From an optimization exercise on the open Yosys and OpenROAD flow, aimed at small area; shortcuts taken in it are not production practice.
Only simulation tests tie the RTL to the original design; equivalence was not proved.
Power figures rest on the tool's default switching activity, not on a simulated workload.

[flow/run.sh]
#!/bin/bash
# synth_recipe.tcl (not shown) runs the flow's synth.tcl, then flattens the netlist and writes it again
# the make line also repeats each setting of config.mk as NAME=value (left out here)
make -C /OpenROAD-flow-scripts/flow DESIGN_CONFIG=/design/flow/config.mk WORK_HOME=/design/flow/orfs CLKGATE_MAP_FILE= SYNTH_SCRIPT=/design/flow/synth_recipe.tcl finish
[flow/config.mk]
export PLATFORM = sky130hd
export DESIGN_NAME = tlp_loopback_top
export DESIGN_NICKNAME = tlp_loopback_top
export VERILOG_FILES = /design/flow/design.v
export SDC_FILE = /design/flow/constraint.sdc
export NUM_CORES = 4
export LEC_CHECK = 0
export CAP_MARGIN = 20
export CORE_MARGIN = 2
export CORE_UTILIZATION = 40
export CTS_BUF_LIST = sky130_fd_sc_hd__clkbuf_4
export CTS_CLUSTER_DIAMETER = 40
export CTS_CLUSTER_SIZE = 10
export SLEW_MARGIN = 20
export SYNTH_HIERARCHICAL = 1
export SYNTH_MINIMUM_KEEP_SIZE = 0
[flow/constraint.sdc]
create_clock -name core_clock -period 5.0 [get_ports {clk_pcie}]
set_input_delay 1.0000 -clock core_clock [delete_from_list [all_inputs] [get_ports {clk_pcie}]]
set_output_delay 1.0000 -clock core_clock [all_outputs]
set_load 0.01 [all_outputs]
[flow/design.v]
`timescale 1ns/1ns
`default_nettype none
package tlp_core_pkg;
    localparam int CORE_DATA_W = 64;
    localparam int CORE_DW_PER_BEAT = 2;
    typedef enum logic [7:0] {
        KEEP_LOW_DW  = 8'h0f,
        KEEP_BOTH_DW = 8'hff
    } core_keep_e;
    typedef struct packed {
        logic [CORE_DATA_W-1:0] data;
        core_keep_e             keep;
        logic                   last;
    } core_beat_t;
endpackage
`default_nettype wire
`timescale 1ns/1ns
`default_nettype none
package tlp_fabric_pkg;
    localparam int FAB_DATA_W = 128;
    localparam int FAB_DW_PER_BEAT = 4;
    typedef struct packed {
        logic [FAB_DATA_W-1:0]      data;
        logic [FAB_DW_PER_BEAT-1:0] keep_dw;
        logic                       first;
        logic                       last;
    } fab_beat_t;
    typedef enum logic {
        UNPACK_LOW  = 1'b0,
        UNPACK_HIGH = 1'b1
    } unpack_state_e;
endpackage
`default_nettype wire
`timescale 1ns/1ns
`default_nettype none
module tlp_aoi222 (
    input  wire [2:0] d,
    input  wire [2:0] s,
    output logic      yn
);
    assign yn = !((d[0] && s[0]) || (d[1] && s[1]) || (d[2] && s[2]));
endmodule
module tlp_rd_mux15 (
    input  wire [14:0] d,
    input  wire [14:0] sel,
    output logic       y
);
    logic [4:0] grp_n;
    for (genvar g = 0; g < 5; g++) begin : g_grp
        tlp_aoi222 u_aoi (
            .d  (d[3*g +: 3]),
            .s  (sel[3*g +: 3]),
            .yn (grp_n[g])
        );
    end
    assign y = !(&grp_n);
endmodule
`default_nettype wire
`timescale 1ns/1ns
`default_nettype none
module tlp_loopback_top #(
    parameter int FIFO_DEPTH = 8
) (
    input  wire         clk_pcie,
    input  wire         rst,
    input  wire  [63:0] rx_data,
    input  wire  [7:0]  rx_keep,
    input  wire         rx_last,
    input  wire         rx_valid,
    output logic        rx_ready,
    output logic [63:0] tx_data,
    output logic [7:0]  tx_keep,
    output logic        tx_last,
    output logic        tx_valid,
    input  wire         tx_ready
);
    localparam int CW    = $clog2(FIFO_DEPTH) + 1;
    localparam int SLOTS = 15;
    logic [63:0] mem    [1:SLOTS];
    logic [SLOTS:1] keep_m;
    logic [SLOTS:1] last_m;
    logic [3:0]    wr_ptr;
    logic [3:0]    rd_ptr;
    logic          wr_half;
    logic          rd_half;
    logic          pend;
    logic [CW-1:0] count;
    logic rx_fire;
    logic tx_fire;
    logic pop;
    logic head_last;
    assign rx_ready = (count <= CW'(FIFO_DEPTH - 2));
    assign tx_valid = (count != '0);
    assign rx_fire  = rx_valid && rx_ready;
    assign tx_fire  = tx_valid && tx_ready;
    assign pop      = tx_fire && (rd_half || head_last);
    logic [3:0] wr_next;
    logic [3:0] rd_next;
    assign wr_next = {wr_ptr[2:0], wr_ptr[3] ^ wr_ptr[2]};
    assign rd_next = {rd_ptr[2:0], rd_ptr[3] ^ rd_ptr[2]};
    always_ff @(posedge clk_pcie) begin
        if (rst) begin
            wr_ptr  <= 4'd1;
            rd_ptr  <= 4'd1;
            wr_half <= 1'b0;
            rd_half <= 1'b0;
            pend    <= 1'b0;
            count   <= '0;
        end else begin
            pend <= rx_fire && (wr_half || rx_last);
            if (rx_fire) begin
                wr_ptr  <= wr_next;
                wr_half <= !wr_half && !rx_last;
            end
            if (tx_fire) begin
                rd_ptr  <= rd_next;
                rd_half <= !rd_half && !head_last;
            end
            case ({pend, pop})
                2'b10:   count <= count + CW'(1);
                2'b01:   count <= count - CW'(1);
                default: count <= count;
            endcase
        end
    end
    always_ff @(posedge clk_pcie) begin
        for (int i = 1; i <= SLOTS; i++) begin
            if (rx_fire && wr_ptr == 4'(i)) begin
                mem[i]    <= rx_data;
                keep_m[i] <= rx_keep[4];
                last_m[i] <= rx_last;
            end
        end
    end
    logic [SLOTS-1:0] rd_sel;
    logic [65:0]      rd_beat;
    always_comb begin
        for (int i = 1; i <= SLOTS; i++) begin
            rd_sel[i-1] = (rd_ptr == 4'(i));
        end
    end
    for (genvar b = 0; b < 66; b++) begin : g_rd
        logic [SLOTS-1:0] col;
        for (genvar i = 1; i <= SLOTS; i++) begin : g_col
            if (b < 64) begin : g_data
                assign col[i-1] = mem[i][b];
            end else if (b == 64) begin : g_keep
                assign col[i-1] = keep_m[i];
            end else begin : g_last
                assign col[i-1] = last_m[i];
            end
        end
        tlp_rd_mux15 u_mux (
            .d   (col),
            .sel (rd_sel),
            .y   (rd_beat[b])
        );
    end
    assign tx_data   = rd_beat[63:0];
    assign tx_keep   = {{4{rd_beat[64]}}, 4'hf};
    assign tx_last   = rd_beat[65];
    assign head_last = rd_beat[65];
endmodule
`default_nettype wire
==> impl_metrics.toml, run 1 <==
[cells_and_area]
syn_to_final_growth_pct = 14.3
final_util = 0.460
nets = 1983
nFillCells = 7126
seqCellArea_um2 = 30000
stdcell_count = 3109
multiInputGateArea_um2 = 4820
final_layout_size_suffix_gt1_frac = 0.129
finalInstanceArea_um2 = 39900

[run]
maxCapViolCount = 0

[route]
viasPerCell = 6.06
detail-route-antenna-nets = 0
drc = 0
wirelength_um = 89600
firstDrtPassIters = 12
top_layer = "met5"
wl_met2_um = 43000
drt_iter0_markers = 3187
met3_length_um = 8530
drt-met1-wl_um = 36400
vias = 18800
detail_route.wl_per_cell_um = 28.8

[worst_setup_path]
slowest_delay_ns = 0.60
r2r_start = "rd_ptr[2]$_SDFFE_PP0P_"
worst-path-buf-inv = 2
arrival_ns = 3.82
path_max_fanout = 31
crit_start = "rd_ptr[0]$_SDFFE_PP1P_"
critPathLaunchType = "flop"
cp_data_required_time_ns = 4.00
crit_family = "simple AND/OR/NAND/NOR gates"
crit_chain = "nor2b_1 -> and2_4 -> buf_4 -> a222oi_1 -> and3_1 -> nand3_1 -> clkdlybuf4s50_1"
end_kind = "output pin"
critical_path_class = "reg -> out"
critPathSlowestCell = "and2_4"

[sta]
hold_viol = 0
tightest_slew_ns = 0.770
fin_crit_ns = 4.82
whs_ns = 0.472
post-route-period-util = 0.964
fin_worst_skew_ns = 0.0553
final.setup.worst_slack_ns = 0.180
rsz0062_at_grt = "no"
finalSetupViolCount = 0
slew_headroom = 0.487
drv_slew = 0
max_freq_ghz = 0.207
tns_ns = 0

[cts]
cts_tree = "built"
cts-root-buf = "clkbuf_4"
clk_pin_slew_ns = 0.10
ctsHtreeMaxLevel = 3
hold_buffers = 0
cts_sinks = 1005
clock_path_buffers = 3
numCtsBuffers = 121
cts_setup_buffers = 0
clock_latency_ns = 0.96

[power_and_ir_drop]
switching_share = 0.219
power.switching_mw = 3.25
peakVddDrop_v = 0.000176
finalPower_mw = 14.8
pwr-share-seq = 0.633
combPwrFrac = 0.074
p_leak_nw = 12.1
internal_power_mw = 11.6
p_per_area_nw_per_um2 = 372
clkPwrFrac = 0.293

[global_routing]
grt_overflow = 0
grt_max_degree = 67
antenna_found_initial = 6
track_usage = 0.198
grt_pass1_vias = 19400
grt_pass1_wl_um = 129000

[worst_hold_path]
min_path_type = "reg -> reg"
min_from = "wr_half$_SDFFE_PP0P_"

[floorplan]
fp-row-count = 108
die_w_um = 299
die_area_um2 = 89500
die_h_um = 299
start_util = 0.403
io_pins = 152
core_area_um2 = 86600

[place]
dpl-instance-area_um2 = 38400
dp.cells = 2926
numPortBuffers = 140
pre_cts_ws_ns = 0.992
finalWeightedCongestion = 0.708
dp_hpwl_um = 45000

[outcome]
status = "finished clean"

[synth]
syn_area_um2 = 34900
synth_seq_cells = 1005
netlist_instances = 1590
ys_seq_area_frac = 0.861
yosys.cell_types.count = 28
syn_avg_cell_area_um2 = 21.9
yosysWarnings = 8
==> sequential cells by signal (all words and copies together) (netlist names) <==
name,flops
count,4
mem,960
wr_ptr,4
keep_m,15
last_m,15
rd_ptr,4
pend,1
rd_half,1
wr_half,1
==> modules after synthesis (local to each module, per instance) <==
| module | cell area, um^2 | cells |
|---|---|---|
| tlp_aoi222 | 10.0 | 1 |
| tlp_loopback_top | 30800 | 1128 |
| tlp_rd_mux15 | 11.3 | 2 |
==> worst min-delay path: stages, from the launching register on <==
cell	delay, ns
dfxtp_1	0.33
nand2_1	0.05
a21oi_1	0.05
==> cell type report <==
class | count | area share
clock buffers | 147 | 0.0277
inverters | 8 | 0.000753
well taps | 1155 | 0.0362
repair buffers | 190 | 0.0524
multi-input cells | 568 | 0.121
flip-flops and latches | 1005 | 0.753
diodes | 1 | 0.0000628
clock inverters | 35 | 0.00879
==> what timing repair did <==
action,in CTS,in global routing
pin swaps,0,0
gates cloned,0,0
resized for setup,1,7
setup endpoints to repair,32,21
==> layer usage <==
metal,up-vias,global-route usage
met5,-,0
met4,8,0.0544
met3,118,0.0414
met2,949,0.326
met1,9771,0.267
li1,7990,-
==> Yosys cell counts <==
master    number  area (um^2)
a21oi_1       11         55.1
a21oi_2        1         8.76
a222oi_1     330         3300
a31oi_1        1         6.26
and2_1        19          119
and3_1        75          469
and4_1         4         35.0
buf_4          7         52.6
buf_6          1         11.3
clkbuf_1       4         15.0
conb_1         1         3.75
dfxtp_1       15          300
edfxtp_1     990        29700
fa_1           1         20.0
ha_1          11          138
inv_1          8         30.0
mux2i_1        1         10.0
nand2_1       14         52.6
nand2_8        1         20.0
nand3_1       72          360
nand3b_1       2         15.0
nor2_1        12         45.0
nor2b_1        2         12.5
nor3_1         2         10.0
o31ai_1        1         7.51
or4_1          1         7.51
or4_4          1         11.3
xor2_1         2         17.5
==> layout by cell type (no fill, tap or decap), types with 5 or more instances in the layout <==
master             n
edfxtp_1         990
a222oi_1         330
clkbuf_4         147
clkdlybuf4s50_1  140
nand3_1           72
and3_1            67
buf_12            25
buf_4             25
dfxtp_1           15
and2_4            14
nand2_1           14
clkinv_1          14
nor2_1            12
a21oi_1           11
ha_1              11
inv_1              8
bufinv_16          7
clkinv_2           7
and3_4             5
==> cells by family (layout without fill, tap and decap cells) <==
| kind of cell | after synthesis | count (layout) | share of synthesized area |
|---|---|---|---|
| DFF | 1005 | 1005 | 0.861 |
| AOI/OAI and AO/OA | 344 | 344 | 0.0970 |
| muxes | 1 | 1 | 0.000287 |
| adders and majority gates | 12 | 12 | 0.00452 |
| xor gates and xnor gates | 2 | 2 | 0.000503 |
| other | 1 | 5 | 0.000108 |
| and+or+nand+nor | 205 | 205 | 0.0332 |
| buffers and inverters | 20 | 380 | 0.00312 |
==> power by group through the flow <==
stage,registers [mW],logic (mW),clock network (mW)
2_1_floorplan,9.56,0.451,0
3_3_place_gp,9.56,1.09,0
3_5_place_dp,9.56,1.10,0
4_1_cts,9.37,1.11,4.44
5_1_grt,9.38,1.18,4.77
6_report,9.37,1.10,4.34
==> final timing paths <==
path	endpoint	slack [ns]	cells past startpoint
worst min-delay path	wr_half$_SDFFE_PP0P_	0.47	2
worst min register to register	wr_half$_SDFFE_PP0P_	0.47	2
worst max register to register	count[3]$_SDFFE_PP0P_	1.03	14
worst max-delay path	tx_data[32]	0.18	7
==> run 2: changes to the inputs <==
--- a/flow/config.mk
+++ b/flow/config.mk
@@ -8,9 +8,9 @@
 export CAP_MARGIN = 20
 export CORE_MARGIN = 2
 export CORE_UTILIZATION = 40
-export CTS_BUF_LIST = sky130_fd_sc_hd__clkbuf_4
-export CTS_CLUSTER_DIAMETER = 40
-export CTS_CLUSTER_SIZE = 10
+export CTS_BUF_LIST = sky130_fd_sc_hd__clkbuf_8
+export CTS_CLUSTER_DIAMETER = 50
+export CTS_CLUSTER_SIZE = 20
 export SLEW_MARGIN = 20
 export SYNTH_HIERARCHICAL = 1
 export SYNTH_MINIMUM_KEEP_SIZE = 0
==> run 2 against run 1 <==
Compared with the run above:
- still clean on timing, DRC and antenna
- global-route usage decreased by 0.21 points
- total power increased by 4.2%
- non-clock buffer count unchanged
==> impl_metrics.toml, run 2 <==
[outcome]
status = "finished clean"

[power_and_ir_drop]
clkPwrFrac = 0.322
combPwrFrac = 0.071
switching_share = 0.239
power.switching_mw = 3.68
pwr-share-seq = 0.607
p_per_area_nw_per_um2 = 383
p_leak_nw = 12.2
finalPower_mw = 15.4
peakVddDrop_v = 0.000188
internal_power_mw = 11.7

[synth]
yosysWarnings = 8
ys_top_cells_by_count = "990 x edfxtp_1, 330 x a222oi_1, 75 x and3_1"
yosys.cell_types.count = 28
synth-edff-count = 990
netlist_instances = 1590
synth_top_area_frac = 0.853
async_flop_share = 0
netlist_top_cells_area = "edfxtp_1 85%, a222oi_1 9.5%, and3_1 1.3%"
synth_most_common_cell = "edfxtp_1"
syn_avg_cell_area_um2 = 21.9
synth_ff_type = "edfxtp_1"
synth_seq_cells = 1005
synth_top_cell_by_area = "edfxtp_1"
ys_seq_area_frac = 0.861
syn_area_um2 = 34900

[floorplan]
io_pins = 152
fp-row-count = 108
core_area_um2 = 86600
die_h_um = 299
die_area_um2 = 89500
start_util = 0.403
die_w_um = 299

[sta]
tightest_slew_ns = 1.08
tns_ns = 0
fin_crit_ns = 4.80
fin_worst_skew_ns = 0.0329
post-route-period-util = 0.960
finalSetupViolCount = 0
max_freq_ghz = 0.208
slew_headroom = 0.283
drv_slew = 0
final.setup.worst_slack_ns = 0.201
rsz0062_at_grt = "no"
hold_viol = 0

[worst_hold_path]
min_path_type = "reg -> reg"
min_from = "wr_half$_SDFFE_PP0P_"

[cts]
post_cts_resized = 0
cts-root-buf = "clkbuf_8"
cts_tree = "built"
cts_setup_buffers = 0
clk_pin_slew_ns = 0.10
clock_path_buffers = 3
numCtsBuffers = 86
cts_sinks = 1005
hold_buffers = 0
clock_latency_ns = 0.73
ctsHtreeMaxLevel = 3

[global_routing]
grt_max_degree = 67
grt_overflow = 0
grt_pass1_vias = 19100
track_usage = 0.195
grt_pass1_wl_um = 128000
antenna_found_initial = 7

[route]
firstDrtPassIters = 9
detail-route-antenna-nets = 0
wirelength_um = 88900
drt_iter0_markers = 3143
drc = 0
detail_route.wl_per_cell_um = 28.8
vias = 18700
viasPerCell = 6.06

[worst_setup_path]
r2r_cells = 13
end_kind = "output pin"
crit_start = "rd_ptr[0]$_SDFFE_PP1P_"
critPathLaunchType = "flop"
r2r_start = "rd_ptr[0]$_SDFFE_PP1P_"
path_max_fanout = 31
arrival_ns = 3.80
crit_family = "simple AND/OR/NAND/NOR gates"
worst-path-buf-inv = 2
path_depth = 7
r2r-end = "count[3]$_SDFFE_PP0P_"
r2r_slack_ns = 0.91
slowest_delay_ns = 0.90
critPathSlowestCell = "and2_2"
cp_data_required_time_ns = 4.00
crit_chain = "nor2b_1 -> and2_2 -> buf_4 -> a222oi_1 -> and3_1 -> nand3_1 -> clkdlybuf4s50_1"
endpoint = "tx_data[59]"
critical_path_class = "reg -> out"

[place]
dpl-instance-area_um2 = 38400
numPortBuffers = 140
pre_cts_ws_ns = 0.992
finalWeightedCongestion = 0.708
dp_hpwl_um = 45000

[cells_and_area]
final_layout_size_suffix_gt1_frac = 0.119
largestRegisters = "mem: 960 flops, keep_m: 15 flops, last_m: 15 flops"
final_cell_mix = "990 x edfxtp_1, 330 x a222oi_1, 140 x clkdlybuf4s50_1"
syn_to_final_growth_pct = 15.6
nets = 1948
layout_commonest_cell = "edfxtp_1"
largest_reg_flops = 960
top_register = "mem"
finalInstanceArea_um2 = 40300
final_util = 0.465

[run]
maxCapViolCount = 0
==> run 2: cell counts after synthesis <==
No cell type changed its count.
==> run 2: per-module statistics from Yosys, one instance, submodules excluded <==
module,cell area (um^2),copies in the design,cells,flops+latches
tlp_loopback_top,30800,1,1128,1005
tlp_rd_mux15,11.3,66,2,0
tlp_aoi222,10.0,330,1,0
==> run 2: cell families (layout without fill, tap and decap cells) <==
logic type / count (synthesis) / in the layout / share of synthesized area
flip-flops: 1005 / 1005 / 0.861
other: 1 / 6 / 0.000108
adder cells (fa/ha/maj): 12 / 12 / 0.00452
AND/OR/NAND/NOR: 205 / 205 / 0.0332
AO/OA/AOI/OAI: 344 / 344 / 0.0970
multiplexers: 1 / 1 / 0.000287
XOR/XNOR: 2 / 2 / 0.000503
buffers and inverters: 20 / 353 / 0.00312
==> run 2: worst min path at each step <==
stage                                 to  slack, ns  cells past startpoint
detailed placement  wr_half$_SDFFE_PP0P_       0.46                      2
global route        wr_half$_SDFFE_PP0P_       0.50                      2
finish              wr_half$_SDFFE_PP0P_       0.47                      2
floorplan           wr_half$_SDFFE_PP0P_       0.43                      2
CTS                 wr_half$_SDFFE_PP0P_       0.47                      2
global placement    wr_half$_SDFFE_PP0P_       0.45                      2
==> run 2: metrics by stage <==
step,cells,hold WS (ns)
5_1_grt,3082,0.500
3_3_place_gp,2926,0.453
2_1_floorplan,1593,0.431
6_report,3083,0.471
4_1_cts,3081,0.471
3_5_place_dp,2926,0.457
==> run 2: per-layer routing <==
| metal | vias up | share of wire | global-route usage |
|---|---|---|---|
| met1 | 9691 | 0.40 | 0.266 |
| met5 | - | 0.00057 | 0 |
| met4 | 8 | 0.017 | 0.0510 |
| met2 | 978 | 0.48 | 0.323 |
| li1 | 7894 | - | - |
| met3 | 105 | 0.099 | 0.0388 |
==> run 2: power by group through the flow <==
| stage | registers, mW | logic [mW] | clock network, mW |
|---|---|---|---|
| finish | 9.37 | 1.10 | 4.96 |
| global route | 9.38 | 1.18 | 5.37 |
| CTS | 9.37 | 1.11 | 5.06 |
| detailed placement | 9.56 | 1.10 | 0 |
| global placement | 9.56 | 1.09 | 0 |
| floorplan | 9.56 | 0.451 | 0 |
==> run 2: cell type report <==
class | instances | area (um^2)
fill | 7039 | 46300
sequential | 1005 | 30000
multi-input combinational | 568 | 4800
timing repair buffer | 190 | 2090
tap | 1155 | 1450
clock buffer | 88 | 1210
clock inverter | 67 | 693
inverter | 8 | 30.0
antenna | 2 | 5.00
==> run 2: worst reg2reg max path: stages, from the launching register on <==
cell and delay, ns:
dfxtp_1 0.48, nor2b_1 0.25, and2_2 0.90, a222oi_1 0.26, and3_1 0.24, nand3_1 0.22, nor2_1 0.09, nor2_1 0.14
ha_1 0.22, ha_1 0.28, a21oi_1 0.19, a21oi_1 0.10, or4_1 0.47, a21oi_1 0.16
==> run 3: changes to the inputs <==
==> flow/flow/run.sh (new file) <==
#!/bin/bash
# The standard layout (standard.sh) with two changes: the port buffers are plain buf_1
# cells (repair may still size them up), and clock tree synthesis adds no dummy loads.
set -euo pipefail
CTS_ARGS="-sink_clustering_enable -repair_clock_nets -sink_clustering_size 10 -sink_clustering_max_diameter 40 -buf_list sky130_fd_sc_hd__clkbuf_4 -dont_use_dummy_load"
bash standard.sh "BUFFER_PORTS_ARGS=-buffer_cell sky130_fd_sc_hd__buf_1" "CTS_ARGS=${CTS_ARGS}" finish > standard_make.log 2>&1
==> flow/standard.sh (new file) <==
#!/bin/bash
# synth_recipe.tcl (not shown) runs the flow's synth.tcl, then flattens the netlist and writes it again
# the make line also repeats each setting of config.mk as NAME=value (left out here)
make -C /OpenROAD-flow-scripts/flow DESIGN_CONFIG=/design/flow/config.mk WORK_HOME=/design/flow/orfs CLKGATE_MAP_FILE= SYNTH_SCRIPT=/design/flow/synth_recipe.tcl "${@:-finish}"
--- a/flow/config.mk
+++ b/flow/config.mk
@@ -7,10 +7,7 @@
 export LEC_CHECK = 0
 export CAP_MARGIN = 20
 export CORE_MARGIN = 2
-export CORE_UTILIZATION = 40
-export CTS_BUF_LIST = sky130_fd_sc_hd__clkbuf_8
-export CTS_CLUSTER_DIAMETER = 50
-export CTS_CLUSTER_SIZE = 20
+export CORE_UTILIZATION = 60
 export SLEW_MARGIN = 20
 export SYNTH_HIERARCHICAL = 1
 export SYNTH_MINIMUM_KEEP_SIZE = 0
removed: flow/run.sh
==> run 3 against run 2 <==
Compared with the run above:
- still clean
- global-route usage rose by 10 points
- critical path depth grew 1
- flip-flop and latch count stayed put
- sequential share of layout area up 4.9 points
- synthesized area did not move
- worst hold slack got worse by 0.11 ns
- routed wire length shrank 2.1%
- critical endpoint unchanged
- largest cell class unchanged
==> impl_metrics.toml, run 3 <==
[outcome]
status = "finished clean"

[worst_setup_path]
r2r-end = "count[3]$_SDFFE_PP0P_"
end_kind = "output pin"
r2r_slack_ns = 1.16
r2r_cells = 12
arrival_ns = 3.68
r2r_start = "rd_ptr[1]$_SDFFE_PP0P_"
critical_path_class = "reg -> out"
critPathLaunchType = "flop"
cp_data_required_time_ns = 4.00
path_max_fanout = 46

[route]
vias = 18900
drt_iter0_markers = 3334
wirelength_um = 87100
firstDrtPassIters = 10
detail_route.wl_per_cell_um = 32.6
detail-route-antenna-nets = 0
viasPerCell = 7.07
drc = 0

[synth]
synth-edff-count = 990
synth_most_common_cell = "edfxtp_1"
async_flop_share = 0
yosys.cell_types.count = 28
ys_top_cells_by_count = "990 x edfxtp_1, 330 x a222oi_1, 75 x and3_1"
ys_seq_area_frac = 0.861
synth_top_cell_by_area = "edfxtp_1"
netlist_top_cells_area = "edfxtp_1 85%, a222oi_1 9.5%, and3_1 1.3%"
synth_seq_cells = 1005
netlist_instances = 1590
yosysWarnings = 8
synth_top_area_frac = 0.853
syn_area_um2 = 34900
synth_ff_type = "edfxtp_1"
syn_avg_cell_area_um2 = 21.9

[worst_hold_path]
min_path_type = "in -> reg"
min_from = "rx_valid"
min_to = "wr_ptr[1]$_SDFFE_PP0P_"
holdPathStages = 3

[power_and_ir_drop]
p_per_area_nw_per_um2 = 367
finalPower_mw = 13.9
peakVddDrop_v = 0.000217
p_leak_nw = 11.4

[sta]
drv_slew = 0
finalSetupViolCount = 0
slew_headroom = 0.294
fin_worst_skew_ns = 0.0604
tns_ns = 0
fin_crit_ns = 4.68
post-route-period-util = 0.936
hold_viol = 0
rsz0062_at_grt = "no"
max_freq_ghz = 0.214
tightest_slew_ns = 1.06

[run]
maxCapViolCount = 0

[cts]
clk_pin_slew_ns = 0.09
ctsHtreeMaxLevel = 4
cts_tree = "built"
cts-root-buf = "clkbuf_4"
clock_latency_ns = 0.99
cts_sinks = 1005
clock_path_buffers = 3
numCtsBuffers = 131
hold_buffers = 0
post_cts_resized = 0
cts_setup_buffers = 0

[cells_and_area]
largestRegisters = "mem: 960 flops, keep_m: 15 flops, last_m: 15 flops"
final_cell_mix = "990 x edfxtp_1, 330 x a222oi_1, 140 x buf_1"
final_util = 0.656
stdcell_count = 2671
layout_commonest_cell = "edfxtp_1"
syn_to_final_growth_pct = 8.42
nets = 1992
final_layout_size_suffix_gt1_frac = 0.112
nFillCells = 3940
top_register = "mem"
largest_reg_flops = 960

[global_routing]
antenna_found_initial = 5
grt_pass1_wl_um = 125000
grt_pass1_vias = 19000
grt_max_degree = 62
grt_overflow = 0
track_usage = 0.296

[floorplan]
die_w_um = 245
start_util = 0.605
die_h_um = 245
io_pins = 152
core_area_um2 = 57600
fp-row-count = 88
die_area_um2 = 60100

[place]
dp.cells = 2535
numPortBuffers = 140
dp_hpwl_um = 43300
finalWeightedCongestion = 0.713
==> run 3: cell counts after synthesis <==
Identical to the previous run, type by type.
==> run 3: cell families (layout without fill, tap and decap cells) <==
kind of cell    Yosys count  count (layout)  synth area share
other cells               1               9          0.000108
xor+xnor                  2               2          0.000503
compound gates          344             344            0.0970
buf+inv                  20             328           0.00312
mux                       1               1          0.000287
flops                  1005            1005             0.861
fa+ha+maj                12              12           0.00452
simple gates            205             205            0.0332
==> run 3: per-module statistics from Yosys (local to each module, per instance) <==
module	cells inside	times used	flip-flops and latches	cell area [um^2]
tlp_loopback_top	1128	1	1005	30800
tlp_rd_mux15	2	66	0	11.3
tlp_aoi222	1	330	0	10.0
==> run 3: final cells by class <==
| type | instances | area (um^2) | share of cell area |
|---|---|---|---|
| timing repair buffer | 189 | 956 | 0.0253 |
| clock buffer | 131 | 983 | 0.0260 |
| inverter | 8 | 30.0 | 0.000794 |
| sequential | 1005 | 30000 | 0.794 |
| multi-input combinational | 568 | 4830 | 0.128 |
| antenna | 5 | 12.5 | 0.000331 |
| tap | 765 | 957 | 0.0253 |
==> run 3: per-layer routing <==
layer	share of wire	wire (um)	GRT usage	vias to the layer above
met1	0.39	34400	0.435	9644
met5	0.00039	34	0	-
li1	-	-	-	7968
met3	0.12	10600	0.0727	154
met4	0.021	1830	0.0897	6
met2	0.46	40300	0.447	1100
==> run 3: worst max-delay path by stage <==
stage	startpoint	to	slack [ns]	depth (start not counted)
floorplan	rd_ptr[0]$_SDFFE_PP1P_	count[3]$_SDFFE_PP0P_	1.14	13
global placement	rd_ptr[2]$_SDFFE_PP0P_	tx_data[59]	1.41	8
detailed placement	rd_ptr[1]$_SDFFE_PP0P_	count[3]$_SDFFE_PP0P_	1.20	12
CTS	rd_ptr[2]$_SDFFE_PP0P_	tx_data[59]	0.28	8
global route	rd_ptr[3]$_SDFFE_PP0P_	tx_data[59]	0.14	8
finish	rd_ptr[2]$_SDFFE_PP0P_	tx_data[59]	0.32	8
==> run 3: power by group <==
part           switching, mW  internal (mW)  total [mW]  leakage, nW
clock                   2.42           1.21        3.63        0.603
combinational          0.575          0.281       0.855         1.77
sequential            0.0317           9.34        9.37         9.06
==> run 3: critical path, cell delays in order (launching register included) <==
cell	delay, ns
dfxtp_1	0.36
inv_1	0.09
ha_1	0.18
and3_4	0.79
buf_4	0.48
a222oi_1	0.15
and3_1	0.22
nand3_1	0.08
buf_1	0.32
==> run 3: metrics by stage <==
step	worst slack [ns]	hold slack [ns]	cell area (um^2)
floorplan	1.14	0.431	34900
global placement	1.41	0.449	36800
detailed placement	1.20	0.452	36800
CTS	0.277	0.231	37800
global route	0.140	0.320	37800
finish	0.322	0.356	37800
==> run 4: changes to the inputs <==
--- a/flow/config.mk
+++ b/flow/config.mk
@@ -7,7 +7,8 @@
 export LEC_CHECK = 0
 export CAP_MARGIN = 20
 export CORE_MARGIN = 2
-export CORE_UTILIZATION = 60
+export CORE_UTILIZATION = 40
+export GPL_TIMING_DRIVEN = 0
 export SLEW_MARGIN = 20
 export SYNTH_HIERARCHICAL = 1
 export SYNTH_MINIMUM_KEEP_SIZE = 0
==> run 4 against run 3 <==
Compared with the run above:
- still clean
- die area is 49% higher
- worst setup slack better by 0.074 ns
- core utilization shrank 21 points
- sequential power about the same
- count of clock-buffer cells in the layout increased by 3
- register-to-register slack worse by 0.23 ns
- total power up 0.99%
- final cell count grew 15%
- largest cell class unchanged
==> impl_metrics.toml, run 4 <==
[outcome]
status = "finished clean"

[cts]
cts_setup_buffers = 0
clock_latency_ns = 0.98
clk_pin_slew_ns = 0.06
ctsHtreeMaxLevel = 4
post_cts_resized = 0
hold_buffers = 0
clock_path_buffers = 3
numCtsBuffers = 134
cts_tree = "built"
cts-root-buf = "clkbuf_4"
cts_sinks = 1005

[place]
dp_hpwl_um = 47300
pre_cts_ws_ns = 1.00
numPortBuffers = 140
dp.cells = 2930
finalWeightedCongestion = 0.677

[synth]
synth-edff-count = 990
synth_ff_type = "edfxtp_1"
syn_area_um2 = 34900
syn_avg_cell_area_um2 = 21.9
ys_top_cells_by_count = "990 x edfxtp_1, 330 x a222oi_1, 75 x and3_1"
netlist_top_cells_area = "edfxtp_1 85%, a222oi_1 9.5%, and3_1 1.3%"
synth_seq_cells = 1005
netlist_instances = 1590
synth_top_cell_by_area = "edfxtp_1"
synth_top_area_frac = 0.853
async_flop_share = 0
synth_most_common_cell = "edfxtp_1"
yosys.cell_types.count = 28
yosysWarnings = 8
ys_seq_area_frac = 0.861

[cells_and_area]
layout_commonest_cell = "edfxtp_1"
top_register = "mem"
nets = 2000
nFillCells = 7271
largest_reg_flops = 960
syn_to_final_growth_pct = 11.6
multiInputGateArea_um2 = 4830
stdcell_count = 3067
final_layout_size_suffix_gt1_frac = 0.114
final_cell_mix = "990 x edfxtp_1, 330 x a222oi_1, 140 x buf_1"
seqCellArea_um2 = 30000
largestRegisters = "mem: 960 flops, keep_m: 15 flops, last_m: 15 flops"

[floorplan]
fp-row-count = 108
die_area_um2 = 89500
die_h_um = 299
core_area_um2 = 86600
io_pins = 152
start_util = 0.403
die_w_um = 299

[global_routing]
antenna_found_initial = 6
track_usage = 0.198
grt_max_degree = 42
grt_pass1_vias = 19600
grt_overflow = 0
grt_pass1_wl_um = 129000

[worst_setup_path]
arrival_ns = 3.60
critPathLaunchType = "flop"
r2r_slack_ns = 0.93
crit_chain = "nor2b_1 -> and2_4 -> buf_16 -> a222oi_1 -> and3_1 -> nand3_1 -> buf_4 -> buf_1"
critPathSlowestCell = "and2_4"
critical_path_class = "reg -> out"
cp_data_required_time_ns = 4.00
slowest_delay_ns = 0.61
path_max_fanout = 35
end_kind = "output pin"

[sta]
max_freq_ghz = 0.217
post-route-period-util = 0.921
rsz0062_at_grt = "no"
finalSetupViolCount = 0
fin_crit_ns = 4.60
hold_viol = 0
fin_worst_skew_ns = 0.0804
final.setup.worst_slack_ns = 0.396
slew_headroom = 0.499
tightest_slew_ns = 0.751
drv_slew = 0

[power_and_ir_drop]
power.switching_mw = 3.11
combPwrFrac = 0.067
p_per_area_nw_per_um2 = 360
peakVddDrop_v = 0.000159
internal_power_mw = 10.9
finalPower_mw = 14.0
p_leak_nw = 11.6
clkPwrFrac = 0.264
switching_share = 0.222
pwr-share-seq = 0.670

[route]
drt_iter0_markers = 3267
firstDrtPassIters = 10
detail_route.wl_per_cell_um = 29.3
viasPerCell = 6.20
wirelength_um = 90000
drc = 0
detail-route-antenna-nets = 0
vias = 19000

[worst_hold_path]
min_path_type = "in -> reg"

[run]
maxCapViolCount = 0
-- run 4: cell counts after synthesis --
No cell type changed its count.
-- run 4: through the flow --
step / TNS, ns / util / hold slack [ns] / cell area (um^2)
final: 0 / 0.449 / 0.379 / 38900
after global routing: 0 / 0.449 / 0.347 / 38900
after global placement: -494.98 / 0.425 / 0.444 / 36800
after floorplan: 0 / - / 0.431 / 34900
after detailed placement: 0 / 0.438 / 0.459 / 37900
after CTS: 0 / 0.449 / 0.277 / 38900
-- run 4: cells by family after synthesis --
kind of cell,after synthesis,share of synthesized area
flip-flops,1005,0.861
AO/OA/AOI/OAI,344,0.0970
AND/OR/NAND/NOR,205,0.0332
buffers and inverters,20,0.00312
adder cells (fa/ha/maj),12,0.00452
XOR/XNOR,2,0.000503
other,1,0.000108
multiplexers,1,0.000287
-- run 4: worst max-delay path, delay by kind of cell (launching register included) --
family / cells / cell delay, ns
AOI/OAI and AO/OA: 1 / 0.14
and+or+nand+nor: 4 / 1.37
DFF: 1 / 0.50
buffers and inverters: 3 / 0.61
-- run 4: final timing paths --
path | from | cells after the start | end
max reg2reg | rd_ptr[0]$_SDFFE_PP1P_ | 14 | count[3]$_SDFFE_PP0P_
min reg2reg | wr_ptr[2]$_SDFFE_PP0P_ | 2 | wr_ptr[3]$_SDFFE_PP0P_
min | rx_valid | 3 | wr_ptr[1]$_SDFFE_PP0P_
max | rd_ptr[0]$_SDFFE_PP1P_ | 8 | tx_keep[5]
-- run 4: modules after synthesis, one instance, submodules excluded --
module            cells  flops+latches  copies in the design  area, um^2
tlp_rd_mux15          2              0                    66        11.3
tlp_aoi222            1              0                   330        10.0
tlp_loopback_top   1128           1005                     1       30800
-- run 4: layer usage --
layer | track usage | up-vias | share of wire
met5 | 0 | - | 0.00044
met4 | 0.0636 | 8 | 0.022
met3 | 0.0518 | 161 | 0.12
met2 | 0.315 | 1175 | 0.48
met1 | 0.269 | 9701 | 0.39
li1 | - | 7975 | -
-- run 4: cell type report --
cell class,instances,share of cell area
clock buffer,134,0.0258
tap,1155,0.0371
antenna,3,0.000193
multi-input combinational,568,0.124
buffer,12,0.00203
timing repair buffer,182,0.0382
sequential,1005,0.772
inverter,8,0.000772
-- run 4: power groups by stage --
stage / Combinational, mW / Sequential, mW / Clock (mW)
final: 0.931 / 9.37 / 3.69
after global routing: 1.01 / 9.38 / 4.12
after CTS: 0.952 / 9.37 / 3.81
after detailed placement: 0.948 / 9.56 / 0
after global placement: 0.899 / 9.57 / 0
after floorplan: 0.451 / 9.56 / 0
==> run 5: changes to the inputs <==
--- a/flow/config.mk
+++ b/flow/config.mk
@@ -8,7 +8,9 @@
 export CAP_MARGIN = 20
 export CORE_MARGIN = 2
 export CORE_UTILIZATION = 40
-export GPL_TIMING_DRIVEN = 0
+export CTS_BUF_LIST = sky130_fd_sc_hd__clkbuf_4
+export CTS_CLUSTER_DIAMETER = 40
+export CTS_CLUSTER_SIZE = 10
 export SLEW_MARGIN = 20
 export SYNTH_HIERARCHICAL = 1
 export SYNTH_MINIMUM_KEEP_SIZE = 0
==> run 5 against run 4 <==
Compared with the run above:
- worst hold slack got worse by 0.032 ns
- register-to-register slack improved by 0.08 ns
- largest cell class unchanged
- synthesized cell count unchanged
- non-clock buffer count shrank 1
- final cell count about the same
- routed wire length shrank 0.69%
- maximum frequency shrank 3.5%
- clock power decreased by 1%
- global-route usage is 0.13 points lower
- first-iteration DRC count shrank 7.2%
- sequential power barely moved
==> impl_metrics.toml, run 5 <==
[cells_and_area]
largest_reg_flops = 960
largestRegisters = "mem: 960 flops, keep_m: 15 flops, last_m: 15 flops"
final_cell_mix = "990 x edfxtp_1, 330 x a222oi_1, 140 x buf_1"
layout_commonest_cell = "edfxtp_1"
final_layout_size_suffix_gt1_frac = 0.113
stdcell_count = 3066
finalInstanceArea_um2 = 38300
final_util = 0.442
nets = 1995
top_register = "mem"
syn_to_final_growth_pct = 9.79

[global_routing]
track_usage = 0.197
met1_usage = 0.269
use_met3 = 0.0428
grt_util_met2 = 0.321
top_usage_layer = "met2"
grt_pass1_wl_um = 129000
grt_pass1_vias = 19300
grt_overflow = 0
grt_max_degree = 67
antenna_found_initial = 11

[place]
dpl-instance-area_um2 = 37300
dp_hpwl_um = 45600
dp.cells = 2929
finalWeightedCongestion = 0.727
numPortBuffers = 140

[synth]
synth_ff_type = "edfxtp_1"
synth_most_common_cell = "edfxtp_1"
yosysWarnings = 8
synth-edff-count = 990
netlist_top_cells_area = "edfxtp_1 85%, a222oi_1 9.5%, and3_1 1.3%"
syn_area_um2 = 34900
ys_seq_area_frac = 0.861
netlist_instances = 1590
synth_top_area_frac = 0.853
synth_top_cell_by_area = "edfxtp_1"
syn_avg_cell_area_um2 = 21.9
yosys.cell_types.count = 28
async_flop_share = 0
synth_seq_cells = 1005
ys_top_cells_by_count = "990 x edfxtp_1, 330 x a222oi_1, 75 x and3_1"

[run]
maxCapViolCount = 0

[power_and_ir_drop]
pwr-share-seq = 0.673
switching_share = 0.223
p_leak_nw = 11.4
peakVddDrop_v = 0.000234
power.switching_mw = 3.10
clkPwrFrac = 0.262
internal_power_mw = 10.8
p_per_area_nw_per_um2 = 364
combPwrFrac = 0.064

[cts]
cts-root-buf = "clkbuf_4"
cts_sinks = 1005
numCtsBuffers = 130
hold_buffers = 0
ctsHtreeMaxLevel = 4
post_cts_resized = 0
cts_tree = "built"
cts_setup_buffers = 0
clock_path_buffers = 3
clk_pin_slew_ns = 0.08
clock_latency_ns = 0.99

[worst_setup_path]
critical_path_class = "reg -> out"
end_kind = "output pin"
cp_data_required_time_ns = 4.00
arrival_ns = 3.77
path_max_fanout = 28
critPathLaunchType = "flop"

[sta]
whs_ns = 0.347
fin_crit_ns = 4.77
max_freq_ghz = 0.210
tightest_slew_ns = 1.02
slew_headroom = 0.317
fin_worst_skew_ns = 0.0717
drv_slew = 0
hold_viol = 0
tns_ns = 0
rsz0062_at_grt = "no"
post-route-period-util = 0.954
finalSetupViolCount = 0

[route]
drt_iter0_markers = 3031
firstDrtPassIters = 10
vias = 19000
drc = 0
detail_route.wl_per_cell_um = 29.2
viasPerCell = 6.20
detail-route-antenna-nets = 0
wirelength_um = 89400

[floorplan]
fp-row-count = 108
io_pins = 152
start_util = 0.403
core_area_um2 = 86600
die_area_um2 = 89500
die_h_um = 299
die_w_um = 299

[outcome]
status = "finished clean"

[worst_hold_path]
min_path_type = "in -> reg"
## run 5: cell counts after synthesis
No cell type changed its count.
## run 5: per-stage QoR
stage / setup WS [ns] / power, mW
6_report: 0.228 / 13.9
5_1_grt: 0.0612 / 14.4
4_1_cts: 0.176 / 14.0
3_5_place_dp: 1.09 / 10.5
3_3_place_gp: 1.38 / 10.4
2_1_floorplan: 1.14 / 10.0
## run 5: layout make-up
| cell class | instances | area (um^2) |
|---|---|---|
| diodes | 7 | 17.5 |
| clock buffers | 130 | 976 |
| fillers | 7387 | 48300 |
| inverters | 8 | 30.0 |
| multi-input cells | 568 | 4810 |
| flip-flops and latches | 1005 | 30000 |
| well taps | 1155 | 1450 |
| repair buffers | 193 | 973 |
## run 5: cell families (layout without fill, tap and decap cells)
logic type	Yosys count	count (layout)	share of synthesized area
AO/OA/AOI/OAI	344	344	0.0970
XOR/XNOR	2	2	0.000503
adder cells (fa/ha/maj)	12	12	0.00452
buffers and inverters	20	331	0.00312
flip-flops	1005	1005	0.861
multiplexers	1	1	0.000287
other	1	11	0.000108
AND/OR/NAND/NOR	205	205	0.0332
## run 5: critical path, stage by stage, from the launching register on
cell	delay [ns]
dfxtp_1	0.49
nor2b_1	0.29
and2_2	0.64
buf_4	0.56
a222oi_1	0.21
and3_1	0.22
nand3_1	0.15
buf_1	0.18
## run 5: modules after synthesis, one instance, submodules excluded
module | times used | area, um^2 | cells | flops+latches
tlp_loopback_top | 1 | 30800 | 1128 | 1005
tlp_rd_mux15 | 66 | 11.3 | 2 | 0
tlp_aoi222 | 330 | 10.0 | 1 | 0
## run 5: routing by layer
metal,up-vias,routed length (um)
met5,-,57
met1,9815,35300
met4,10,1790
met3,143,9150
li1,7964,-
met2,1075,43100
## run 5: final timing paths
| check | to | slack, ns | cells after the start | startpoint |
|---|---|---|---|---|
| setup reg to reg | count[3]$_SDFFE_PP0P_ | 1.01 | 15 | rd_ptr[3]$_SDFFE_PP0P_ |
| setup / recovery | tx_data[7] | 0.23 | 7 | rd_ptr[0]$_SDFFE_PP1P_ |
| hold reg to reg | wr_half$_SDFFE_PP0P_ | 0.47 | 2 | wr_half$_SDFFE_PP0P_ |
| hold / removal | wr_ptr[1]$_SDFFE_PP0P_ | 0.35 | 3 | rx_valid |
## run 5: power groups by stage
stage               clock network, mW  logic (mW)  registers (mW)
CTS                              3.74       0.908            9.37
floorplan                           0       0.451            9.56
detailed placement                  0       0.904            9.56
finish                           3.65       0.896            9.37
global route                     4.06       0.965            9.38
global placement                    0       0.890            9.56
==> run 6: changes to the inputs <==
==> flow/flow/run.sh (replaced) <==
#!/bin/bash
# The standard layout (standard.sh) with two changes: the port buffers are plain buf_1
# cells (repair may still size them up), and clock tree synthesis adds no dummy loads.
set -euo pipefail
CTS_ARGS="-sink_clustering_enable -repair_clock_nets -sink_clustering_size 30 -sink_clustering_max_diameter 70 -buf_list sky130_fd_sc_hd__clkbuf_16 -dont_use_dummy_load"
bash standard.sh "BUFFER_PORTS_ARGS=-buffer_cell sky130_fd_sc_hd__buf_1" "CTS_ARGS=${CTS_ARGS}" finish > standard_make.log 2>&1
==> run 6 against run 5 <==
Compared with the run above:
- final cell count fell by 2.9%
- clock skew fell by 0.012 ns
- non-clock buffer count did not move
- sequential share of layout area fell by 0.29 points
- highest routed layer unchanged
==> impl_metrics.toml, run 6 <==
[outcome]
status = "finished clean"

[synth]
async_flop_share = 0
syn_avg_cell_area_um2 = 21.9
synth_top_area_frac = 0.853
syn_area_um2 = 34900
netlist_top_cells_area = "edfxtp_1 85%, a222oi_1 9.5%, and3_1 1.3%"
synth_ff_type = "edfxtp_1"
synth_seq_cells = 1005
synth_most_common_cell = "edfxtp_1"
netlist_instances = 1590
synth_top_cell_by_area = "edfxtp_1"
yosysWarnings = 8
synth-edff-count = 990
ys_top_cells_by_count = "990 x edfxtp_1, 330 x a222oi_1, 75 x and3_1"
ys_seq_area_frac = 0.861
yosys.cell_types.count = 28

[sta]
post-route-period-util = 0.868
drv_slew = 0
tightest_slew_ns = 1.03
fin_crit_ns = 4.34
finalSetupViolCount = 0
fin_worst_skew_ns = 0.0594
max_freq_ghz = 0.230
hold_viol = 0
rsz0062_at_grt = "no"
slew_headroom = 0.316
tns_ns = 0

[cts]
post_cts_resized = 0
cts_sinks = 1005
clock_latency_ns = 0.62
cts_setup_buffers = 0
hold_buffers = 0
clk_pin_slew_ns = 0.06
cts_tree = "built"
cts-root-buf = "clkbuf_16"
clock_path_buffers = 3
ctsHtreeMaxLevel = 2
numCtsBuffers = 45

[worst_setup_path]
critPathLaunchType = "flop"
r2r_slack_ns = 1.04
critical_path_class = "reg -> out"
arrival_ns = 3.34
path_max_fanout = 28
end_kind = "output pin"
cp_data_required_time_ns = 4.00

[global_routing]
track_usage = 0.192
grt_pass1_vias = 18600
grt_max_degree = 67
grt_pass1_wl_um = 127000
antenna_found_initial = 9
grt_overflow = 0

[cells_and_area]
final_cell_mix = "990 x edfxtp_1, 330 x a222oi_1, 140 x buf_1"
syn_to_final_growth_pct = 10.2
top_register = "mem"
largest_reg_flops = 960
final_layout_size_suffix_gt1_frac = 0.0720
nets = 1910
nFillCells = 7314
finalInstanceArea_um2 = 38400
layout_commonest_cell = "edfxtp_1"
largestRegisters = "mem: 960 flops, keep_m: 15 flops, last_m: 15 flops"

[floorplan]
die_h_um = 299
core_area_um2 = 86600
die_area_um2 = 89500
fp-row-count = 108
die_w_um = 299
io_pins = 152
start_util = 0.403

[worst_hold_path]
min_path_type = "reg -> reg"

[route]
vias = 18400
viasPerCell = 6.19
drt_iter0_markers = 2984
firstDrtPassIters = 10
wirelength_um = 88300
detail-route-antenna-nets = 0
drc = 0
detail_route.wl_per_cell_um = 29.7

[place]
dp_hpwl_um = 45600
dpl-instance-area_um2 = 37300
numPortBuffers = 140
finalWeightedCongestion = 0.727

[power_and_ir_drop]
p_leak_nw = 11.4
peakVddDrop_v = 0.000223
p_per_area_nw_per_um2 = 371

[run]
maxCapViolCount = 0
## run 6: cell count changes in the layout (fill, tap and decap cells not counted), sizes merged
cell / before / now
clkbuf: 130 / 45
diode: 7 / 3
## run 6: worst max-delay path: stages, from the launching register on
cell and delay [ns]:
dfxtp_1 0.48, nor2b_1 0.29, and2_2 0.64, buf_4 0.55
a222oi_1 0.21, and3_1 0.23, nand3_1 0.15, buf_1 0.18
## run 6: kinds of logic (layout without fill, tap and decap cells)
| group | count (synthesis) | in the layout | share of synthesized area |
|---|---|---|---|
| other | 1 | 7 | 0.000108 |
| buffers and inverters | 20 | 246 | 0.00312 |
| adder cells (fa/ha/maj) | 12 | 12 | 0.00452 |
| multiplexers | 1 | 1 | 0.000287 |
| flip-flops | 1005 | 1005 | 0.861 |
| AND/OR/NAND/NOR | 205 | 205 | 0.0332 |
| XOR/XNOR | 2 | 2 | 0.000503 |
| AO/OA/AOI/OAI | 344 | 344 | 0.0970 |
## run 6: final timing paths
kind,start,to,cells after the start
min,wr_half$_SDFFE_PP0P_,wr_half$_SDFFE_PP0P_,2
max reg2reg,rd_ptr[3]$_SDFFE_PP0P_,count[3]$_SDFFE_PP0P_,15
max,rd_ptr[0]$_SDFFE_PP1P_,tx_data[7],7
min reg2reg,wr_half$_SDFFE_PP0P_,wr_half$_SDFFE_PP0P_,2
## run 6: routing by layer
metal  track usage  routed length [um]
met4        0.0348                1290
met2         0.321               43000
met1         0.269               35700
met3        0.0327                8200
met5             0                  73
## run 6: final cells by class
type | count | area, um^2 | share of cell area
inverters | 8 | 30.0 | 0.000782
multi-input cells | 568 | 4810 | 0.125
flip-flops and latches | 1005 | 30000 | 0.782
clock buffers | 45 | 1130 | 0.0293
repair buffers | 193 | 973 | 0.0253
diodes | 3 | 7.51 | 0.000195
well taps | 1155 | 1450 | 0.0376
## run 6: power by group
group | total [mW] | switching (mW) | internal [mW] | leakage [nW]
combinational | 0.897 | 0.617 | 0.280 | 1.78
sequential | 9.37 | 0.0318 | 9.34 | 9.06
clock | 3.97 | 2.35 | 1.62 | 0.555
total | 14.2 | 3.00 | 11.2 | 11.4
## run 6: Yosys stat by module (local to each module, per instance)
module            cells  flops+latches  area (um^2)
tlp_rd_mux15          2              0         11.3
tlp_aoi222            1              0         10.0
tlp_loopback_top   1128           1005        30800
## run 6: per-stage QoR
step                hold slack [ns]  worst slack (ns)   util  cells  total power [mW]
finish                        0.465             0.660  0.444   2977              14.2
detailed placement            0.456              1.09  0.430   2929              10.5
global route                  0.489             0.508  0.443   2975              14.7
floorplan                     0.431              1.14      -   1593              10.0
CTS                           0.466             0.653  0.443   2974              14.3
global placement              0.452              1.38  0.430   2929              10.4
==> run 7: changes to the inputs <==
==> flow/flow/run.sh (replaced) <==
#!/bin/bash
# The standard layout (standard.sh) with two changes: the port buffers are plain buf_1
# cells (repair may still size them up), and clock tree synthesis adds no dummy loads.
set -euo pipefail
CTS_ARGS="-sink_clustering_enable -repair_clock_nets -sink_clustering_size 6 -sink_clustering_max_diameter 30 -buf_list sky130_fd_sc_hd__clkbuf_2 -dont_use_dummy_load"
bash standard.sh "BUFFER_PORTS_ARGS=-buffer_cell sky130_fd_sc_hd__buf_1" "CTS_ARGS=${CTS_ARGS}" finish > standard_make.log 2>&1
==> run 7 against run 6 <==
Compared with the run above:
- routed wire length up 7.3%
- sequential power barely moved
- design area increased by 1.8%
- die area stayed put
- worst hold slack got worse by 0.30 ns
- count of clock-buffer cells in the layout rose by 156
- clock power shrank 7.3%
- via count up 7.8%
- non-clock buffer count up 62
- highest routed layer unchanged
- still clean on timing, DRC and antenna
- register-to-register slack lost 0.10 ns
- total power shrank 1.4%
- critical path depth unchanged
==> impl_metrics.toml, run 7 <==
[worst_setup_path]
critPathLaunchType = "flop"
r2r-end = "count[3]$_SDFFE_PP0P_"
r2r_cells = 15
end_kind = "output pin"
r2r_slack_ns = 0.94
crit_chain = "nor2b_4 -> and2_4 -> buf_4 -> a222oi_1 -> and3_1 -> nand3_1 -> buf_1"
critical_path_class = "reg -> out"
r2r_start = "rd_ptr[3]$_SDFFE_PP0P_"
slowest_delay_ns = 0.54
path_max_fanout = 19
critPathSlowestCell = "dfxtp_4"
cp_data_required_time_ns = 4.00
arrival_ns = 3.81
worst-path-buf-inv = 2
crit_family = "simple AND/OR/NAND/NOR gates"

[cells_and_area]
final_cell_mix = "990 x edfxtp_1, 330 x a222oi_1, 201 x clkbuf_2"
nets = 2138
nFillCells = 7408
seqCellArea_um2 = 30000
layout_commonest_cell = "edfxtp_1"
multiInputGateArea_um2 = 4930
finalInstanceArea_um2 = 39100
syn_to_final_growth_pct = 12.2
largest_reg_flops = 960
final_layout_size_suffix_gt1_frac = 0.149
top_register = "mem"
largestRegisters = "mem: 960 flops, keep_m: 15 flops, last_m: 15 flops"

[global_routing]
grt_pass1_vias = 20400
track_usage = 0.208
grt_pass1_wl_um = 135000
grt_overflow = 0
grt_max_degree = 67
antenna_found_initial = 6

[sta]
fin_crit_ns = 4.81
post-route-period-util = 0.963
fin_worst_skew_ns = 0.156
finalSetupViolCount = 0
slew_headroom = 0.314
max_freq_ghz = 0.208
tns_ns = 0
rsz0062_at_grt = "no"
hold_viol = 0
tightest_slew_ns = 1.03
drv_slew = 0

[place]
numPortBuffers = 140
dp_hpwl_um = 45600
finalWeightedCongestion = 0.727
dpl-instance-area_um2 = 37300

[route]
firstDrtPassIters = 10
wirelength_um = 94700
viasPerCell = 6.20
drc = 0
detail_route.wl_per_cell_um = 29.6
drt_iter0_markers = 3239
vias = 19900
detail-route-antenna-nets = 0

[synth]
synth-edff-count = 990
ys_seq_area_frac = 0.861
synth_compound_area_frac = 0.0970
synth_most_common_cell = "edfxtp_1"
yosysWarnings = 8
netlist_top_cells_area = "edfxtp_1 85%, a222oi_1 9.5%, and3_1 1.3%"
async_flop_share = 0
yosys.cell_types.count = 28
synth_top_cell_by_area = "edfxtp_1"
synth_fa_ha_area_frac = 0.00452
syn_area_um2 = 34900
netlist_instances = 1590
yosys.area_share.simple = 0.0332
synth_ff_type = "edfxtp_1"
syn_avg_cell_area_um2 = 21.9
synth_seq_cells = 1005
synth-xor-area-share = 0.000502
ys_top_cells_by_count = "990 x edfxtp_1, 330 x a222oi_1, 75 x and3_1"
synth_mux_area_frac = 0.000287
synth_top_family_by_area = "compound AO/OA/AOI/OAI gates"
synth_top_area_frac = 0.853

[outcome]
status = "finished clean"

[cts]
clock_latency_ns = 1.47
clock_path_buffers = 3
clk_pin_slew_ns = 0.11
cts_sinks = 1005
cts-root-buf = "clkbuf_2"
numCtsBuffers = 201
ctsHtreeMaxLevel = 4
cts_tree = "built"

[floorplan]
die_area_um2 = 89500
die_h_um = 299
fp-row-count = 108
start_util = 0.403
io_pins = 152
die_w_um = 299
core_area_um2 = 86600

[power_and_ir_drop]
pwr-share-seq = 0.669
clkPwrFrac = 0.262
internal_power_mw = 10.7
p_leak_nw = 12.0
switching_share = 0.237
p_per_area_nw_per_um2 = 359
power.switching_mw = 3.33
peakVddDrop_v = 0.000218
combPwrFrac = 0.069

[run]
maxCapViolCount = 0

[worst_hold_path]
min_to = "mem[11][36]$_DFFE_PP_"
min_from = "rx_data[36]"
min_path_type = "in -> reg"
holdPathStages = 1
run 7: cell type report:
type | instances | area share
Sequential cell | 1005 | 0.768
Tap cell | 1155 | 0.0370
Timing Repair Buffer | 255 | 0.0421
Clock buffer | 201 | 0.0257
Inverter | 8 | 0.000768
Multi-Input combinational cell | 578 | 0.126
Antenna cell | 3 | 0.000192
run 7: power by group through the flow:
stage / Clock (mW) / Sequential, mW / Combinational [mW]
detailed placement: 0 / 9.56 / 0.904
CTS: 3.80 / 9.38 / 0.976
floorplan: 0 / 9.56 / 0.451
global placement: 0 / 9.56 / 0.890
global route: 4.14 / 9.39 / 1.04
finish: 3.68 / 9.39 / 0.969
run 7: timing repair:
item,in CTS,in global routing
setup buffers,0,0
hold buffers,62,0
gates resized for setup,27,8
pin swaps,5,2
setup endpoints to repair,68,6
gates cloned,9,1
endpoints found under the hold margin,760,0
run 7: per-stage QoR:
| stage | instances | hold WS [ns] | util | power (mW) | setup WS [ns] |
|---|---|---|---|---|---|
| final | 3205 | 0.169 | 0.451 | 14.0 | 0.187 |
| after CTS | 3201 | 0.000247 | 0.451 | 14.2 | 0.00734 |
| after floorplan | 1593 | 0.431 | - | 10.0 | 1.14 |
| after global routing | 3203 | 0.0537 | 0.451 | 14.6 | 0.0173 |
| after detailed placement | 2929 | 0.456 | 0.430 | 10.5 | 1.09 |
| after global placement | 2929 | 0.452 | 0.430 | 10.4 | 1.38 |
run 7: cell families (layout without fill, tap and decap cells):
group                    count (synthesis)  after routing
flip-flops                            1005           1005
AO/OA/AOI/OAI                          344            344
AND/OR/NAND/NOR                        205            215
buffers and inverters                   20            464
adder cells (fa/ha/maj)                 12             12
XOR/XNOR                                 2              2
other                                    1              7
multiplexers                             1              1
run 7: worst max path at each step:
stage | to | cells past startpoint | slack, ns | from
floorplan | count[3]$_SDFFE_PP0P_ | 13 | 1.14 | rd_ptr[0]$_SDFFE_PP1P_
global placement | tx_data[16] | 6 | 1.38 | rd_ptr[1]$_SDFFE_PP0P_
detailed placement | count[3]$_SDFFE_PP0P_ | 15 | 1.09 | rd_ptr[3]$_SDFFE_PP0P_
CTS | tx_data[9] | 8 | 0.007 | rd_ptr[2]$_SDFFE_PP0P_
global route | tx_data[6] | 7 | 0.02 | rd_ptr[0]$_SDFFE_PP1P_
finish | tx_data[58] | 7 | 0.19 | rd_ptr[0]$_SDFFE_PP1P_
run 7: layer usage:
layer | global-route usage | part of all wire | vias to the layer above
met1 | 0.277 | 0.39 | 10200
met3 | 0.0510 | 0.11 | 163
met4 | 0.0774 | 0.025 | 6
li1 | - | - | 8273
met5 | 0 | 0.00028 | -
met2 | 0.334 | 0.48 | 1207
run 7: per-module statistics from Yosys, one instance, submodules excluded:
module / cells / cell area (um^2) / flops+latches
tlp_loopback_top: 1128 / 30800 / 1005
tlp_rd_mux15: 2 / 11.3 / 0
tlp_aoi222: 1 / 10.0 / 0
==> run 8: changes to the inputs <==
==> flow/flow/run.sh (replaced) <==
#!/bin/bash
# The standard layout (standard.sh) with two changes: the port buffers are plain buf_1
# cells (repair may still size them up), and clock tree synthesis adds no dummy loads.
set -euo pipefail
CTS_ARGS="-sink_clustering_enable -repair_clock_nets -sink_clustering_size 36 -sink_clustering_max_diameter 60 -buf_list sky130_fd_sc_hd__clkbuf_16 -dont_use_dummy_load"
bash standard.sh "BUFFER_PORTS_ARGS=-buffer_cell sky130_fd_sc_hd__buf_1" "CTS_ARGS=${CTS_ARGS}" finish > standard_make.log 2>&1
==> run 8 against run 7 <==
Compared with the run above:
- core utilization down 0.36 points
- clock skew fell by 0.10 ns
- worst setup slack better by 0.39 ns
- routed wire length decreased by 6.5%
- global-route usage shrank 1.5 points
- clock power is 24% higher
- critical path depth is the same
==> impl_metrics.toml, run 8 <==
[route]
firstDrtPassIters = 14
wirelength_um = 88600
drt_iter0_markers = 3126
detail_route.wl_per_cell_um = 29.6
detail-route-antenna-nets = 0
vias = 18500
viasPerCell = 6.19
drc = 0

[sta]
tightest_slew_ns = 1.02
max_freq_ghz = 0.226
hold_viol = 0
post-route-period-util = 0.884
drv_slew = 0
slew_headroom = 0.321
finalSetupViolCount = 0
fin_worst_skew_ns = 0.0537
tns_ns = 0
whs_ns = 0.465
final.setup.worst_slack_ns = 0.581
rsz0062_at_grt = "no"
fin_crit_ns = 4.42

[floorplan]
die_area_um2 = 89500
die_w_um = 299
io_pins = 152
start_util = 0.403
fp-row-count = 108
die_h_um = 299
core_area_um2 = 86600

[worst_setup_path]
critPathLaunchType = "flop"
cp_data_required_time_ns = 4.00
crit_family = "simple AND/OR/NAND/NOR gates"
worst-path-buf-inv = 2
r2r-end = "count[3]$_SDFFE_PP0P_"
slowest_delay_ns = 0.64
r2r_start = "rd_ptr[3]$_SDFFE_PP0P_"
crit_chain = "nor2b_1 -> and2_2 -> buf_4 -> a222oi_1 -> and3_1 -> nand3_1 -> buf_1"
r2r_cells = 15
path_max_fanout = 28
critPathSlowestCell = "and2_2"
r2r_slack_ns = 1.02
end_kind = "output pin"
arrival_ns = 3.42
critical_path_class = "reg -> out"
crit_start = "rd_ptr[0]$_SDFFE_PP1P_"

[power_and_ir_drop]
combPwrFrac = 0.060
switching_share = 0.210
p_per_area_nw_per_um2 = 383
finalPower_mw = 14.8
power.switching_mw = 3.11
clkPwrFrac = 0.308
pwr-share-seq = 0.631
p_leak_nw = 11.6
internal_power_mw = 11.7
peakVddDrop_v = 0.000269

[worst_hold_path]
min_from = "wr_half$_SDFFE_PP0P_"
holdPathStages = 2
min_path_type = "reg -> reg"
min_to = "wr_half$_SDFFE_PP0P_"

[cells_and_area]
finalInstanceArea_um2 = 38800
final_layout_size_suffix_gt1_frac = 0.0796
final_util = 0.448
stdcell_count = 2992
largest_reg_flops = 960
top_register = "mem"
final_cell_mix = "990 x edfxtp_1, 330 x a222oi_1, 140 x buf_1"
syn_to_final_growth_pct = 11.3
largestRegisters = "mem: 960 flops, keep_m: 15 flops, last_m: 15 flops"
nets = 1925
layout_commonest_cell = "edfxtp_1"

[place]
pre_cts_ws_ns = 1.09
dp.cells = 2929
dpl-instance-area_um2 = 37300
dp_hpwl_um = 45600
numPortBuffers = 140
finalWeightedCongestion = 0.727

[cts]
clk_pin_slew_ns = 0.06
cts_setup_buffers = 0
clock_path_buffers = 3
cts-root-buf = "clkbuf_16"
numCtsBuffers = 60
post_cts_resized = 0
clock_latency_ns = 0.67
hold_buffers = 0
cts_sinks = 1005
ctsHtreeMaxLevel = 2
cts_tree = "built"

[synth]
synth-edff-count = 990
synth_most_common_cell = "edfxtp_1"
async_flop_share = 0
synth_top_area_frac = 0.853
yosys.cell_types.count = 28
yosysWarnings = 8
syn_avg_cell_area_um2 = 21.9
syn_area_um2 = 34900
synth_top_cell_by_area = "edfxtp_1"
netlist_top_cells_area = "edfxtp_1 85%, a222oi_1 9.5%, and3_1 1.3%"
synth_ff_type = "edfxtp_1"
ys_seq_area_frac = 0.861
ys_top_cells_by_count = "990 x edfxtp_1, 330 x a222oi_1, 75 x and3_1"
netlist_instances = 1590
synth_seq_cells = 1005

[global_routing]
antenna_found_initial = 9
grt_pass1_wl_um = 127000
grt_overflow = 0
grt_max_degree = 67
track_usage = 0.193
grt_pass1_vias = 18800

[outcome]
status = "finished clean"

[run]
maxCapViolCount = 0
run 8: changes by cell type in the layout (fill, tap and decap cells not counted), moves of 3 or more:
cell | before | now
and3_4 | 7 | 4
and2_2 | 12 | 8
buf_6 | 8 | 0
clkbuf_2 | 201 | 0
clkbuf_16 | 0 | 60
buf_8 | 3 | 0
and2_4 | 14 | 10
buf_4 | 38 | 49
dlygate4sd3_1 | 62 | 0
run 8: power groups by stage:
stage | logic, mW | clock network, mW | registers (mW)
after global placement | 0.890 | 0 | 9.56
after floorplan | 0.451 | 0 | 9.56
after detailed placement | 0.904 | 0 | 9.56
final | 0.897 | 4.57 | 9.38
after CTS | 0.908 | 4.63 | 9.38
after global routing | 0.966 | 4.93 | 9.38
run 8: Yosys stat by module (local to each module, per instance):
| module | flip-flops and latches | copies in the design | cell area (um^2) |
|---|---|---|---|
| tlp_loopback_top | 1005 | 1 | 30800 |
| tlp_rd_mux15 | 0 | 66 | 11.3 |
| tlp_aoi222 | 0 | 330 | 10.0 |
run 8: cells by family after synthesis:
family,Yosys count,share of synthesized area
simple gates,205,0.0332
buf+inv,20,0.00312
compound gates,344,0.0970
fa+ha+maj,12,0.00452
xor+xnor,2,0.000503
flops,1005,0.861
mux,1,0.000287
other cells,1,0.000108
run 8: routing by layer:
layer  global-route usage  wire length, um  vias up
met1                0.271            36200     9705
li1                     -                -     7775
met5                    0               69        -
met4               0.0396             1620       12
met2                0.320            42500      917
met3               0.0333             8220      115
run 8: worst max-delay path by stage:
stage                            end  slack, ns  cells after the start
2_1_floorplan  count[3]$_SDFFE_PP0P_       1.14                     13
3_5_place_dp   count[3]$_SDFFE_PP0P_       1.09                     15
5_1_grt                  tx_data[51]       0.47                      7
3_3_place_gp             tx_data[16]       1.38                      6
6_report                  tx_data[7]       0.58                      7
4_1_cts                  tx_data[44]       0.61                      7
run 8: worst min-delay path, cell delays in order, from the launching register on:
cell and delay [ns]:
dfxtp_1 0.31, nand2_1 0.05, a21oi_1 0.05
run 8: final cells by class:
class,count,area [um^2]
sequential,1005,30000
timing repair buffer,193,973
tap,1155,1450
inverter,8,30.0
multi-input combinational,568,4810
antenna,3,7.51
fill,7286,47800
clock buffer,60,1500

what the ideal ports hide:
Ports are ideal in the flow. The routed layouts listed here were re-timed in OpenROAD.
Step 1 assumes that a clkbuf_16 drives the clock port and a buf_2 every other input.
Step 2 adds t to the input delays and takes it off the output delays; t is the mean of the earliest and latest rising clock arrival at the registers after step 1. Input paths then give back, and output paths get back, about the clock's delay inside the block.
a / b / c = no drivers / after step 1 / after step 2; a / b = the first two.
| run | t (ns) | slack for setup (ns) | cell pins on the clock port's net |
|---|---|---|---|
| run 1 | 1.010 | 0.180 / 0.117 / 1.033 | 1 |
| run 2 | 0.768 | 0.201 / 0.138 / 0.906 | 1 |
| run 3 | 1.023 | 0.322 / 0.266 / 1.161 | 1 |
| run 4 | 1.000 | 0.396 / 0.338 / 0.927 | 1 |
| run 5 | 1.037 | 0.228 / 0.166 / 1.005 | 1 |
| run 6 | 0.657 | 0.660 / 0.594 / 1.038 | 1 |
| run 7 | 1.407 | 0.187 / 0.124 / 0.937 | 1 |
| run 8 | 0.694 | 0.581 / 0.515 / 1.021 | 1 |
After both steps setup and hold are still met in every run listed.
